Source: an optimization exercise on an open RTL-to-GDS flow (aim: small area). Production flows keep margins and buffers that such runs may drop. Only simulation tests tie the RTL to the original design; equivalence was not proved. No activity file was given, so power comes from the tool's default toggle rates.

$ cat design/flow/config.mk
export PLATFORM = sky130hd
export DESIGN_NAME = pipeline_id_operand
export DESIGN_NICKNAME = pipeline_id_operand
export VERILOG_FILES = /design/flow/design.v
export SDC_FILE = /design/flow/constraint.sdc
export NUM_CORES = 4
export LEC_CHECK = 0
export CAP_MARGIN = 20
export CELL_PAD_IN_SITES_DETAIL_PLACEMENT = 1
export CELL_PAD_IN_SITES_GLOBAL_PLACEMENT = 1
export CORE_MARGIN = 2
export CORE_UTILIZATION = 45
export GPL_TIMING_DRIVEN = 0
export PLACE_DENSITY = 0.65
export SETUP_SLACK_MARGIN = 0.2
export SLEW_MARGIN = 20
export SYNTH_HIERARCHICAL = 1
$ cat design/flow/design.v
package pipeline_id_operand_pkg;
  localparam int XLEN  = 32;
  localparam int NREG  = 32;
  localparam int REG_W = 5;
  localparam logic [REG_W-1:0] REG_ZERO = 5'd0;
  typedef enum logic [1:0] {
    WB_ALU     = 2'b00,
    WB_MEM     = 2'b01,
    WB_PC4     = 2'b10,
    WB_PC4_ALT = 2'b11
  } memtoreg_e;
  function automatic logic [XLEN-1:0] pc_plus4(input logic [XLEN-1:0] pc);
    pc_plus4 = pc + XLEN'(4);
  endfunction
endpackage
module rf_next (
  input  logic ld,
  input  logic hold,
  input  logic d,
  input  logic q,
  output logic y
);
  assign y = (ld & d) | (hold & q);
endmodule
module rf_inv (
  input  logic a,
  output logic y
);
  assign y = ~a;
endmodule
module rf_aoi3 (
  input  logic [2:0] s,
  input  logic [2:0] d,
  output logic       y_n
);
  assign y_n = ~|(s & d);
endmodule
module rf_nand #(parameter int N = 4) (
  input  logic [N-1:0] a_n,
  output logic         y
);
  assign y = ~&a_n;
endmodule
module rf_or3 (
  input  logic [2:0] a,
  output logic       y
);
  assign y = |a;
endmodule
module rf_nand2 (
  input  logic s,
  input  logic d,
  output logic y_n
);
  assign y_n = ~(s & d);
endmodule
module rf_read #(parameter int W = 32, parameter int NS = 33) (
  input  logic [NS-1:0]        s,
  input  logic [NS-1:0][W-1:0] d,
  output logic [W-1:0]         y
);
  localparam int NG = NS / 3;
  for (genvar b = 0; b < W; b++) begin : g_bit
    logic [10:0] t_n;
    logic [2:0]  p;
    for (genvar g = 0; g < NG; g++) begin : g_aoi
      rf_aoi3 u_aoi (
        .s   (s[3*g +: 3]),
        .d   ({d[3*g+2][b], d[3*g+1][b], d[3*g][b]}),
        .y_n (t_n[g])
      );
    end
    if (NS % 3 == 1) begin : g_rem
      rf_nand2 u_rem (.s(s[NS-1]), .d(d[NS-1][b]), .y_n(t_n[10]));
    end
    rf_nand #(.N(4)) u_n0 (.a_n(t_n[3:0]),  .y(p[0]));
    rf_nand #(.N(4)) u_n1 (.a_n(t_n[7:4]),  .y(p[1]));
    rf_nand #(.N(3)) u_n2 (.a_n(t_n[10:8]), .y(p[2]));
    rf_or3           u_or (.a(p), .y(y[b]));
  end
endmodule
module pipeline_id_operand #(
  parameter int XLEN  = 32,
  parameter int NREG  = 32,
  parameter int CNT_W = 32
) (
  input  logic             clk,
  input  logic             rst,
  input  logic [4:0]       id_rs1,
  input  logic [4:0]       id_rs2,
  input  logic [4:0]       ex_rd,
  input  logic             ex_reg_write,
  input  logic [4:0]       mem_rd,
  input  logic             mem_reg_write,
  input  logic [1:0]       mem_memtoreg,
  input  logic [XLEN-1:0]  mem_alu_res,
  input  logic [XLEN-1:0]  mem_pc,
  input  logic [4:0]       wb_rd,
  input  logic             wb_reg_write,
  input  logic [XLEN-1:0]  wb_data,
  output logic [XLEN-1:0]  rs1_data,
  output logic [XLEN-1:0]  rs2_data,
  output logic             stall,
  output logic [CNT_W-1:0] stall_cnt,
  input  logic [4:0]       dbg_addr,
  output logic [XLEN-1:0]  dbg_data
);
  logic [XLEN-1:0]  regs     [1:NREG-1];
  logic [XLEN-1:0]  regs_nxt [1:NREG-1];
  logic [XLEN-1:0]  wdata;
  logic [XLEN-1:0]  mem_fwd_value;
  logic [4:0]       src_idx  [2];
  logic [32:0]      sel      [2];
  logic [32:0][XLEN-1:0] slot [2];
  logic [30:0]      sel_dbg;
  logic [30:0][XLEN-1:0] slot_dbg;
  logic [XLEN-1:0]  rd       [3];
  logic             src_hold [2];
  logic [CNT_W-1:0] stall_cnt_reg;
  logic [XLEN-1:0] wdata_n;
  assign wdata_n = ~(rst ? '0 : wb_data);
  for (genvar b = 0; b < XLEN; b++) begin : g_wd
    rf_inv u_drv (.a(wdata_n[b]), .y(wdata[b]));
  end
  for (genvar i = 1; i < NREG; i++) begin : g_ent
    logic ld_n, hold_n, ld, hold;
    assign ld_n   = ~(rst | (wb_reg_write && (wb_rd == 5'(i))));
    assign hold_n = ~ld_n;
    rf_inv u_ld   (.a(ld_n),   .y(ld));
    rf_inv u_hold (.a(hold_n), .y(hold));
    for (genvar b = 0; b < XLEN; b++) begin : g_bit
      rf_next u_nxt (
        .ld   (ld),
        .hold (hold),
        .d    (wdata[b]),
        .q    (regs[i][b]),
        .y    (regs_nxt[i][b])
      );
    end
  end
  always_ff @(posedge clk) begin
    for (int i = 1; i < NREG; i++) regs[i] <= regs_nxt[i];
  end
  assign src_idx[0] = id_rs1;
  assign src_idx[1] = id_rs2;
  assign mem_fwd_value = mem_memtoreg[1] ? pipeline_id_operand_pkg::pc_plus4(mem_pc)
                                         : mem_alu_res;
  for (genvar gi = 0; gi < 2; gi++) begin : g_src
    logic nz, mem_hit, wb_hit, rf_en;
    assign nz      = (src_idx[gi] != pipeline_id_operand_pkg::REG_ZERO);
    assign mem_hit = nz && mem_reg_write && (mem_rd == src_idx[gi]);
    assign wb_hit  = nz && wb_reg_write  && (wb_rd  == src_idx[gi]);
    assign rf_en   = ~mem_hit & ~wb_hit;
    rf_inv u_sw (.a(~(wb_hit & ~mem_hit)), .y(sel[gi][0]));
    assign slot[gi][0] = wb_data;
    for (genvar i = 1; i < NREG; i++) begin : g_sel
      rf_inv u_sr (.a(~(rf_en && (src_idx[gi] == 5'(i)))), .y(sel[gi][i]));
      assign slot[gi][i] = regs[i];
    end
    rf_inv u_sm (.a(~mem_hit), .y(sel[gi][32]));
    assign slot[gi][32] = mem_fwd_value;
    assign src_hold[gi] = nz && ((ex_reg_write && (ex_rd == src_idx[gi])) ||
                                 (mem_reg_write && (mem_rd == src_idx[gi]) &&
                                  (mem_memtoreg == pipeline_id_operand_pkg::WB_MEM)));
  end
  for (genvar i = 1; i < NREG; i++) begin : g_dsel
    rf_inv u_sd (.a(~(dbg_addr == 5'(i))), .y(sel_dbg[i-1]));
    assign slot_dbg[i-1] = regs[i];
  end
  for (genvar p = 0; p < 2; p++) begin : g_port
    rf_read #(.W(XLEN), .NS(33)) u_rd (.s(sel[p]), .d(slot[p]), .y(rd[p]));
  end
  rf_read #(.W(XLEN), .NS(31)) u_rd_dbg (.s(sel_dbg), .d(slot_dbg), .y(rd[2]));
  assign rs1_data  = rd[0];
  assign rs2_data  = rd[1];
  assign dbg_data  = rd[2];
  assign stall     = src_hold[0] | src_hold[1];
  assign stall_cnt = stall_cnt_reg;
  always_ff @(posedge clk) begin
    if (rst) begin
      stall_cnt_reg <= '0;
    end else if (stall && (stall_cnt_reg != '1)) begin
      stall_cnt_reg <= stall_cnt_reg + 1'b1;
    end
  end
endmodule
$ cat design/flow/flow/pre_resize.tcl
# Before repair_design: give every minimum inverter the double-strength
# inverter of the same footprint and area (sky130 inv_1 and inv_2 are both
# 3.75 um2). The design drives each high-fanout line (entry load/hold lines,
# write-data columns, read selects) from such an inverter, and inv_2 meets
# their slew limits without the buffers repair_design would otherwise add.
set n 0
foreach inst [[ord::get_db_block] getInsts] {
  if {[[$inst getMaster] getName] eq "sky130_fd_sc_hd__inv_1"} {
    replace_cell [get_cells [$inst getName]] sky130_fd_sc_hd__inv_2
    incr n
  }
}
puts "pre_resize: $n inv_1 -> inv_2"
$ cat design/flow/constraint.sdc
create_clock -name core_clock -period 8.0 [get_ports {clk}]
set_input_delay 1.6000 -clock core_clock [delete_from_list [all_inputs] [get_ports {clk}]]
set_output_delay 1.6000 -clock core_clock [all_outputs]
set_load 0.01 [all_outputs]
$ cat design/flow/standard.sh
#!/bin/bash
# synth_recipe.tcl (not shown) runs the flow's synth.tcl, then flattens the netlist and writes it again
# the make line also repeats each setting of config.mk as NAME=value (left out here)
make -C /OpenROAD-flow-scripts/flow DESIGN_CONFIG=/design/flow/config.mk WORK_HOME=/design/flow/orfs CLKGATE_MAP_FILE= SYNTH_SCRIPT=/design/flow/synth_recipe.tcl "${@:-finish}"
$ cat design/flow/flow/run.sh
#!/bin/bash
# Layout flow: the standard synthesis (standard.sh synth), then the
# standard ORFS steps from floorplan to the final layout with the same
# settings, except for how buffers are chosen (design, constraints,
# floorplan, power grid and tap cells are the standard flow's):
#  - port buffers use the smallest buffer, buf_1;
#  - repair_design may not use the very large buffers (buf_6 and up), so
#    high-fanout nets get smaller buffers;
#  - before repair_design, minimum inverters become inv_2 (same area), see
#    flow/pre_resize.tcl;
#  - CTS uses clkbuf_4 with 8-sink clusters and no dummy loads.
# Each step's full output is logged in the folder this runs in (ORFS's own
# per-step logs are under orfs/logs/).
set -euo pipefail
here=$(pwd)

bash standard.sh synth > run_synth.log 2>&1

cat > "$here/run_config.mk" <<EOC
include $here/config.mk
export DONT_USE_CELLS += sky130_fd_sc_hd__buf_6 sky130_fd_sc_hd__buf_8 sky130_fd_sc_hd__buf_12 sky130_fd_sc_hd__buf_16 sky130_fd_sc_hd__bufbuf_8 sky130_fd_sc_hd__bufbuf_16 sky130_fd_sc_hd__bufinv_8 sky130_fd_sc_hd__bufinv_16
export PRE_RESIZE_TCL = $here/flow/pre_resize.tcl
export BUFFER_PORTS_ARGS = -buffer_cell sky130_fd_sc_hd__buf_1
export CTS_ARGS = -sink_clustering_enable -repair_clock_nets -dont_use_dummy_load -buf_list sky130_fd_sc_hd__clkbuf_4 -sink_clustering_size 8 -sink_clustering_max_diameter 40
EOC
sed -e "s|DESIGN_CONFIG=[^ ]*|DESIGN_CONFIG=$here/run_config.mk|" standard.sh > run_standard.sh

bash run_standard.sh > run_layout.log 2>&1
==> results of run 1 <==
power breakdown:
part	switching [W]	internal, W
Sequential	0.000492	0.00552
Combinational	0.00118	0.000535
Clock	0.00194	0.00102
Total	0.00362	0.00708
cell type report:
class,instances,area [sq um],area share
plain buffers,39,173.9,0.003455
clock buffers,180,1351,0.02684
well taps,1368,1712,0.03400
multi-input cells,2992,24650,0.4896
diodes,17,42.54,0.0008450
flip-flops and latches,1024,20500,0.4072
inverters,232,882.1,0.01752
repair buffers,261,1032,0.02050
worst max-delay path: stages:
cell	delay, ns
sky130_fd_sc_hd__buf_1	0.12
sky130_fd_sc_hd__clkbuf_1	0.59
sky130_fd_sc_hd__xor2_1	0.15
sky130_fd_sc_hd__nor4_1	0.50
sky130_fd_sc_hd__nor3_1	0.22
sky130_fd_sc_hd__nand3_1	0.16
sky130_fd_sc_hd__clkinv_2	0.81
sky130_fd_sc_hd__a222oi_1	0.64
sky130_fd_sc_hd__nand4_1	0.61
sky130_fd_sc_hd__or3_1	0.62
sky130_fd_sc_hd__buf_1	0.16
through the flow:
stage | total power (W) | setup slack [ns] | hold WS [ns]
2_1_floorplan | 0.006826 | 2.397 | 0.4822
3_3_place_gp | 0.007640 | 0.1305 | 0.4859
3_5_place_dp | 0.007679 | 0.6967 | 0.5060
4_1_cts | 0.01053 | 0.6753 | 0.5223
5_1_grt | 0.01094 | 0.3024 | 0.5438
6_report | 0.01069 | 0.1990 | 0.5248
modules after synthesis (local to each module, per instance), excerpt:
module,times used,area (sq um),cells inside,flops+latches
rf_next,992,8.758,1,0
rf_or3,96,6.256,1,0
rf_nand2,32,3.754,1,0
rf_aoi3,1024,10.01,1,0
pipeline_id_operand,1,24140,1664,1024
rf_inv,191,3.754,1,0
path summary, 6_finish.rpt:
kind                      endpoint  slack [ns]              from  depth (start not counted)
hold / removal    stall_cnt_reg[9]        0.52  stall_cnt_reg[9]                          2
hold reg to reg   stall_cnt_reg[9]        0.52  stall_cnt_reg[9]                          2
setup / recovery      rs2_data[27]        0.20          wb_rd[2]                         11
setup reg to reg  stall_cnt_reg[1]        5.24  stall_cnt_reg[0]                          8
synth_stat cells (22+ instances only):
cell type / n
sky130_fd_sc_hd__a222oi_1: 1024
sky130_fd_sc_hd__dfxtp_1: 1024
sky130_fd_sc_hd__a22o_1: 992
sky130_fd_sc_hd__inv_1: 231
sky130_fd_sc_hd__nand4_1: 217
sky130_fd_sc_hd__nand3_1: 145
sky130_fd_sc_hd__nand2_1: 128
sky130_fd_sc_hd__or3_1: 108
sky130_fd_sc_hd__nor2_1: 68
sky130_fd_sc_hd__a21oi_1: 50
sky130_fd_sc_hd__xnor2_1: 35
sky130_fd_sc_hd__nand2b_1: 34
sky130_fd_sc_hd__xor2_1: 29
sky130_fd_sc_hd__clkbuf_1: 24
sky130_fd_sc_hd__a21o_1: 23
sky130_fd_sc_hd__nor2b_1: 22
routing by layer:
metal,share of wire,wire [um]
met3,0.17,48810
met2,0.39,109200
met5,0.00075,212
met1,0.34,96740
met4,0.099,27930
logic make-up after synthesis:
| kind of cell | count (synthesis) | share of synthesized area |
|---|---|---|
| xor+xnor | 64 | 0.01213 |
| simple gates | 790 | 0.09355 |
| fa+ha+maj | 2 | 0.0005416 |
| mux | 7 | 0.001652 |
| buf+inv | 271 | 0.02262 |
| compound gates | 2129 | 0.4257 |
| flops | 1024 | 0.4438 |
==> out/qor.log, run 1 <==
INFO  worst_setup_path crit_path_max_fanout=32
INFO  route          remaining_drc_errors=0
INFO  synth          synth_enable_flop_cells=0
INFO  synth          synth.distinct_cells=51
INFO  global_routing gr-usage-all-layers=0.5047
INFO  placed_design  post_dp_cell_area=0.04887sqmm
INFO  final_layout   area_delta_synth_final=8.982%
INFO  synth          syn_avg_cell_area=10.78squm
INFO  clock_tree     cts_buffers=180
INFO  route          firstDrtPassIters=17
INFO  synth          netlist_area=0.04619sqmm
INFO  floorplan      chipWidth=324.4um
INFO  synth          syn_nets=4,422
INFO  timing         achievable-frequency=0.1282GHz
INFO  clock_tree     post-cts-setup-buffers=0
INFO  synth          synth.top_cells.by_area=sky130_fd_sc_hd__dfxtp_1 (44%), sky130_fd_sc_hd__a222oi_1 (22%), sky130_fd_sc_hd__a22o_1 (19%), sky130_fd_sc_hd__nand4_1 (2.9%), sky130_fd_sc_hd__inv_1 (1.9%)
INFO  synth          post_synth_inst_count=4,287
INFO  worst_setup_path worstSetupEndpointType=primary output
INFO  clock_tree     cts.htree.levels=4
INFO  global_routing use_met2=0.6747
INFO  final_layout   finish.cell_count_without_fillers=6,113
INFO  global_routing grt_use_met3=0.2014
INFO  floorplan      floorplan.io_pins=262
INFO  placed_design  gpl.final_weighted_congestion=0.9350
INFO  clock_tree     clk_latency=1.14ns
INFO  clock_tree     cts_root_buffer=sky130_fd_sc_hd__clkbuf_4
INFO  clock_tree     post_cts_hold_buffer_count=0
INFO  worst_setup_path worstPathArrival=6.20ns
INFO  global_routing grt_max_degree=33
INFO  final_layout   final.fill_count=11,360
INFO  synth          synth-seq-area-share=0.4438
INFO  placed_design  dp_hpwl=155.0mm
INFO  floorplan      rows=117
INFO  synth          fraction_of_synthesis_flops_using_an_asynchronous_set_or_reset_pin=0
INFO  synth          ys_dominant_reg_cell=sky130_fd_sc_hd__dfxtp_1
INFO  final_layout   layout.cells.most_common_list=sky130_fd_sc_hd__a222oi_1 (1,024), sky130_fd_sc_hd__dfxtp_1 (1,024), sky130_fd_sc_hd__a22o_1 (992), sky130_fd_sc_hd__buf_1 (262), sky130_fd_sc_hd__inv_2 (223)
INFO  route          wl_per_cell=46.27um
INFO  timing         final.setup.tns=0ns
INFO  power          ir_drop=115.5uV
INFO  timing         slew_violations=0
INFO  floorplan      initial_cell_density_of_the_core=0.4540
INFO  timing         final_min_period_over_clock_period=0.9751
INFO  job            maxCapViolCount=0
INFO  synth          synth-seq-cells=1,024
INFO  timing         worstMarginPinSlew=1.406ns
INFO  global_routing number_of_global_route_vias_before_repair=50,670
INFO  global_routing grt_antenna_before_repair=19
INFO  placed_design  port_buffers=258
INFO  clock_tree     tritoncts=built
INFO  global_routing global_route.overflow_total=0
INFO  worst_setup_path kind_of_critical_path=in2out
INFO  clock_tree     path_clk_slew=0.07ns
INFO  clock_tree     cts_resized=0
INFO  floorplan      die-area=0.1052sqmm
INFO  global_routing global_route.peak_usage_layer=met2
INFO  power          p_leak=18.87nW
INFO  worst_setup_path cp_data_required_time=6.40ns
INFO  synth          post-synth-top-area-fraction=0.4438
INFO  global_routing grt_pass1_wl=386.5mm
INFO  floorplan      die_y=324.4um
INFO  synth          yosysTopAreaCell=sky130_fd_sc_hd__dfxtp_1
INFO  power          power_density=212.4mW/mm^2
INFO  timing         report.final.setup_viol=0
INFO  route          routed_wl=282.9mm
INFO  placed_design  dp.cells=5,913
INFO  worst_setup_path startpoint_type=input pin
INFO  clock_tree     clkSinkCount=1,024
INFO  synth          yosysWarnings=18
INFO  clock_tree     cts_buffer_depth=3
INFO  final_layout   largest_register_ffs=992
INFO  outcome        run_status=no timing/DRC/antenna violations
INFO  route          routed_via_density=8.845
INFO  final_layout   final_layout_size_suffix_gt1_frac=0.09475
INFO  route          vias=54,070
INFO  timing         setup_repair_after_global_routing_missed_its_margin=false
INFO  timing         timing.slew.headroom=0.06106
INFO  route          detail_route.iter0.violations=15,830
INFO  final_layout   final_util=0.4948
INFO  final_layout   postLayoutCellArea=0.05034sqmm
INFO  timing         timing.final.hold_violations=0
INFO  timing         finClkSkew=0.03327ns
INFO  global_routing grt_util_met1=0.6365
INFO  final_layout   final_net_count=4,865
INFO  route          postRouteAntennaNets=0
INFO  timing         post-route-min-period=7.801ns
INFO  min_path       hp-class=reg2reg
INFO  floorplan      fp.coreArea=0.1017sqmm
==> inputs of run 2 (changes only) <==
--- a/design/flow/flow/run.sh
+++ b/design/flow/flow/run.sh
@@ -8,6 +8,7 @@
 #    high-fanout nets get smaller buffers;
 #  - before repair_design, minimum inverters become inv_2 (same area), see
 #    flow/pre_resize.tcl;
+#  - global routing reserves more of met1/met2, see flow/pre_grt.tcl;
 #  - CTS uses clkbuf_4 with 8-sink clusters and no dummy loads.
 # Each step's full output is logged in the folder this runs in (ORFS's own
 # per-step logs are under orfs/logs/).
@@ -20,6 +21,7 @@
 include $here/config.mk
 export DONT_USE_CELLS += sky130_fd_sc_hd__buf_6 sky130_fd_sc_hd__buf_8 sky130_fd_sc_hd__buf_12 sky130_fd_sc_hd__buf_16 sky130_fd_sc_hd__bufbuf_8 sky130_fd_sc_hd__bufbuf_16 sky130_fd_sc_hd__bufinv_8 sky130_fd_sc_hd__bufinv_16
 export PRE_RESIZE_TCL = $here/flow/pre_resize.tcl
+export PRE_GLOBAL_ROUTE_TCL = $here/flow/pre_grt.tcl
 export BUFFER_PORTS_ARGS = -buffer_cell sky130_fd_sc_hd__buf_1
 export CTS_ARGS = -sink_clustering_enable -repair_clock_nets -dont_use_dummy_load -buf_list sky130_fd_sc_hd__clkbuf_4 -sink_clustering_size 8 -sink_clustering_max_diameter 40
 EOC
==> design/flow/flow/pre_grt.tcl (new file) <==
# Before global routing: reserve more of met1 and met2 (the pin-access
# layers, which the global router otherwise fills to ~65%) so that more
# routes go to met3/met4; the platform script sets 0.2 on every layer.
set_global_routing_layer_adjustment met1 0.45
set_global_routing_layer_adjustment met2 0.35
puts "pre_grt: met1 0.45, met2 0.35"
==> run 2 against run 1 <==
  * Via count down 0.62%
  * Highest routed layer unchanged
  * Non-clock buffer count increased by 1
  * Sequential share of layout area fell by 0.096 points
  * Sequential power about the same
==> out/qor.log, run 2 <==
INFO  power          intPower=0.007080W [about the same]
INFO  placed_design  dp_hpwl=155.0mm [unchanged]
INFO  global_routing grt_max_degree=33 [unchanged]
INFO  route          met3_length=56.13mm [+15%]
INFO  worst_setup_path crit_path_max_fanout=32 [unchanged]
INFO  route          vias=53,740 [-0.62%]
INFO  placed_design  port_buffers=258 [unchanged]
INFO  timing         timing.final.hold_violations=0 [unchanged]
INFO  clock_tree     clkSinkCount=1,024 [unchanged]
INFO  timing         timing.slew.headroom=0.09969 [+0.03863]
INFO  worst_setup_path timing.critical_path.cells=buf_1, nor2_1, and3b_1, nor3_2, nor3_1, and3_1, nand2_1, inv_2, a222oi_1, nand4_1, or3_1, buf_1
INFO  synth          syn_nets=4,422 [unchanged]
INFO  clock_tree     path_clk_slew=0.07ns [about the same]
INFO  timing         setup_repair_after_global_routing_missed_its_margin=false
INFO  timing         worstMarginPinSlew=1.350ns [-0.05589 ns]
INFO  worst_setup_path cp_data_required_time=6.40ns [about the same]
INFO  clock_tree     tritoncts=built
INFO  clock_tree     cts_buffers=180 [unchanged]
INFO  power          clock_power_share=0.277 [about the same]
INFO  placed_design  gpl.final_weighted_congestion=0.9350 [unchanged]
INFO  floorplan      fp.coreArea=0.1017sqmm [unchanged]
INFO  global_routing gr-usage-all-layers=0.6213 [+0.1166]
INFO  floorplan      floorplan.io_pins=262 [unchanged]
INFO  route          routed_wl=285.0mm [+0.74%]
INFO  global_routing grt_antenna_before_repair=31 [+12]
INFO  synth          synth-seq-cells=1,024 [unchanged]
INFO  final_layout   finish.cell_count_without_fillers=6,128 [+0.25%]
INFO  synth          fraction_of_synthesis_flops_using_an_asynchronous_set_or_reset_pin=0 [unchanged]
INFO  min_path       hp-class=reg2reg
INFO  final_layout   final_layout_size_suffix_gt1_frac=0.09537 [+0.0006143]
INFO  outcome        run_status=no timing/DRC/antenna violations
INFO  power          p_leak=18.88nW [about the same]
INFO  synth          yosysTopAreaCell=sky130_fd_sc_hd__dfxtp_1
INFO  worst_setup_path critical_path.most_common_cell=sky130_fd_sc_hd__buf_1
INFO  final_layout   area.sequential=0.02050sqmm [unchanged]
INFO  route          routedLengthMet1=93.05mm [-3.8%]
INFO  final_layout   multiInputGateArea=0.02465sqmm [about the same]
INFO  synth          ys_dominant_reg_cell=sky130_fd_sc_hd__dfxtp_1
INFO  worst_setup_path worstSetupEndpointType=primary output
INFO  timing         post-route-min-period=7.828ns [+0.02670 ns]
INFO  final_layout   final_net_count=4,866 [+0.021%]
INFO  route          remaining_drc_errors=0 [unchanged]
INFO  floorplan      chipWidth=324.4um [unchanged]
INFO  synth          synth.distinct_cells=51 [unchanged]
INFO  timing         achievable-frequency=0.1278GHz [-0.34%]
INFO  synth          synth_enable_flop_cells=0 [unchanged]
INFO  placed_design  dp.cells=5,913 [unchanged]
INFO  synth          syn_avg_cell_area=10.78squm [unchanged]
INFO  floorplan      rows=117 [unchanged]
INFO  worst_setup_path worst_path_largest_cell_delay=0.87ns [+0.06 ns]
INFO  global_routing global_route.overflow_total=0 [unchanged]
INFO  min_path       hold-path-cell-count=2 [unchanged]
INFO  synth          synth_common_cells=sky130_fd_sc_hd__a222oi_1 (1,024), sky130_fd_sc_hd__dfxtp_1 (1,024), sky130_fd_sc_hd__a22o_1 (992), sky130_fd_sc_hd__inv_1 (231), sky130_fd_sc_hd__nand4_1 (217)
INFO  clock_tree     post-cts-setup-buffers=0 [unchanged]
INFO  timing         finClkSkew=0.04557ns [+0.01230 ns]
INFO  synth          netlist_area=0.04619sqmm [unchanged]
INFO  timing         report.final.setup_viol=0 [unchanged]
INFO  clock_tree     cts_buffer_depth=3 [unchanged]
INFO  timing         slew_violations=0 [unchanged]
INFO  route          dr_wl_met2=104.4mm [-4.4%]
INFO  worst_setup_path startpoint_type=input pin
INFO  job            maxCapViolCount=0 [unchanged]
INFO  clock_tree     cts_root_buffer=sky130_fd_sc_hd__clkbuf_4
INFO  synth          synth-seq-area-share=0.4438 [unchanged]
INFO  synth          synth.top_cells.by_area=sky130_fd_sc_hd__dfxtp_1 (44%), sky130_fd_sc_hd__a222oi_1 (22%), sky130_fd_sc_hd__a22o_1 (19%), sky130_fd_sc_hd__nand4_1 (2.9%), sky130_fd_sc_hd__inv_1 (1.9%)
INFO  synth          post-synth-top-area-fraction=0.4438 [unchanged]
INFO  final_layout   largest_register_ffs=992 [unchanged]
INFO  route          wl_per_cell=46.50um [+0.50%]
INFO  synth          yosysWarnings=18 [unchanged]
INFO  power          power_switching_share=0.3390 [+0.0008277]
INFO  power          comb_power_share=0.162 [about the same]
INFO  floorplan      initial_cell_density_of_the_core=0.4540 [unchanged]
INFO  floorplan      die_y=324.4um [unchanged]
INFO  route          postRouteAntennaNets=0 [unchanged]
INFO  power          switching_power=0.003631W [+0.41%]
INFO  worst_setup_path kind_of_critical_path=in2out
INFO  clock_tree     cts.htree.levels=4 [unchanged]
INFO  route          highest-signal-layer=met5
INFO  final_layout   final_util=0.4960 [+0.001169]
INFO  floorplan      die-area=0.1052sqmm [unchanged]
INFO  timing         final_min_period_over_clock_period=0.9785 [+0.003338]
INFO  timing         final.setup.tns=0ns [unchanged]
INFO  power          ir_drop=115.9uV [+0.31%]
INFO  synth          post_synth_inst_count=4,287 [unchanged]
INFO  route          firstDrtPassIters=13 [-4]
INFO  route          routed_via_density=8.769 [-0.86%]
INFO  global_routing grt_pass1_wl=396.0mm [+2.4%]
INFO  worst_setup_path worst-r2r-cell-count=8 [unchanged]
INFO  global_routing number_of_global_route_vias_before_repair=55,080 [+8.7%]
INFO  power          pwr-share-seq=0.561 [about the same]
INFO  worst_setup_path slowest_stage=sky130_fd_sc_hd__inv_2
INFO  route          detail_route.iter0.violations=9,534 [-40%]
INFO  final_layout   layout.cells.most_common_list=sky130_fd_sc_hd__a222oi_1 (1,024), sky130_fd_sc_hd__dfxtp_1 (1,024), sky130_fd_sc_hd__a22o_1 (992), sky130_fd_sc_hd__buf_1 (262), sky130_fd_sc_hd__nand4_1 (217)
INFO  final_layout   area_delta_synth_final=9.239%
INFO  power          power_density=212.2mW/mm^2 [about the same]
INFO  final_layout   final.fill_count=11,350 [-0.097%]
INFO  clock_tree     clk_latency=1.15ns [about the same]
INFO  worst_setup_path worstPathArrival=6.23ns [+0.03 ns]
## run 2: final cells by class
cell class              count  share of cell area
repair buffers            262             0.02095
flip-flops and latches   1024              0.4062
multi-input cells        2992              0.4886
well taps                1368             0.03392
inverters                 232             0.01852
diodes                     31            0.001537
clock buffers             180             0.02678
plain buffers              39            0.003471
## run 2: cell families after synthesis
| group | Yosys count | share of synthesized area |
|---|---|---|
| and+or+nand+nor | 790 | 0.09355 |
| muxes | 7 | 0.001652 |
| DFF | 1024 | 0.4438 |
| adders and majority gates | 2 | 0.0005416 |
| xor gates and xnor gates | 64 | 0.01213 |
| AOI/OAI and AO/OA | 2129 | 0.4257 |
| buffers and inverters | 271 | 0.02262 |
## run 2: worst max-delay path: cells and delay by family
family	cells	cell delay (ns)
and+or+nand+nor	8	3.12
buffers and inverters	3	1.12
AOI/OAI and AO/OA	1	0.30
## run 2: per-stage QoR
| step | instance area [sq um] | power [W] | hold slack [ns] | worst slack (ns) |
|---|---|---|---|---|
| after CTS | 50230 | 0.01053 | 0.5223 | 0.6753 |
| after floorplan | 46190 | 0.006826 | 0.4822 | 2.397 |
| final | 50460 | 0.01071 | 0.5216 | 0.1723 |
| after global routing | 50440 | 0.01098 | 0.5438 | 0.2254 |
| after detailed placement | 48870 | 0.007679 | 0.5060 | 0.6967 |
| after global placement | 48870 | 0.007640 | 0.4859 | 0.1305 |
## run 2: path summary, 6_finish.rpt
check | slack (ns) | endpoint | startpoint
setup reg to reg | 5.25 | stall_cnt_reg[1] | stall_cnt_reg[0]
setup / recovery | 0.17 | rs2_data[19] | id_rs2[0]
hold / removal | 0.52 | stall_cnt_reg[9] | stall_cnt_reg[9]
hold reg to reg | 0.52 | stall_cnt_reg[9] | stall_cnt_reg[9]
## run 2: Yosys stat by module, one instance, submodules excluded, a selection
module | cells inside | flip-flops and latches | copies in the design | cell area, sq um
rf_aoi3 | 1 | 0 | 1024 | 10.01
rf_nand2 | 1 | 0 | 32 | 3.754
rf_next | 1 | 0 | 992 | 8.758
rf_or3 | 1 | 0 | 96 | 6.256
pipeline_id_operand | 1664 | 1024 | 1 | 24140
rf_inv | 1 | 0 | 191 | 3.754
## run 2: what timing repair did
item / CTS / global route
gates resized for setup: 0 / 14
hold buffers: 0 / 0
hold endpoints to repair: 0 / 0
setup endpoints to repair: 0 / 42
## run 2: per-layer routing
| metal | track usage | up-vias |
|---|---|---|
| met5 | 0.09511 | - |
| met4 | 0.5267 | 22 |
| met3 | 0.4751 | 1697 |
| met2 | 0.7645 | 5704 |
| met1 | 0.7376 | 25600 |
| li1 | - | 20710 |
## run 2: power by group through the flow
stage          Combinational, W  Sequential, W  Clock, W
6_report                0.00174        0.00601   0.00296
5_1_grt                 0.00176        0.00606   0.00316
4_1_cts                 0.00160        0.00597   0.00296
3_5_place_dp            0.00160        0.00608         0
3_3_place_gp            0.00157        0.00607         0
2_1_floorplan          0.000885        0.00594         0

[static timing again, ports no longer ideal]
No port has a modelled driver above. Below, the same layouts with a new extraction and two added sets of constraints.
Step 1 sets driving cells, clkbuf_16 on the clock port and buf_2 on the other inputs (assumed; they add their load-dependent delay and slew).
Step 2 times the ports against the registers' clock, not the clock port: input delays grow and output delays shrink by t, the midpoint of the rising clock arrivals with the driver on.
Slacks: ideal / step 1 / step 2; pairs: ideal / step 1.
run	t, ns	setup slack, ns	worst slew at a driven data input, ns	pins driven straight from the clock port
run 1	1.218	0.199 / 0.172 / 0.172	0.11	1
run 2	1.212	0.172 / 0.151 / 0.151	0.11	1
After both steps setup and hold are still met in every run listed. For run 1, which loses most, drivers alone change the setup slack by -0.027 ns; drivers and shift together by -0.027 ns.
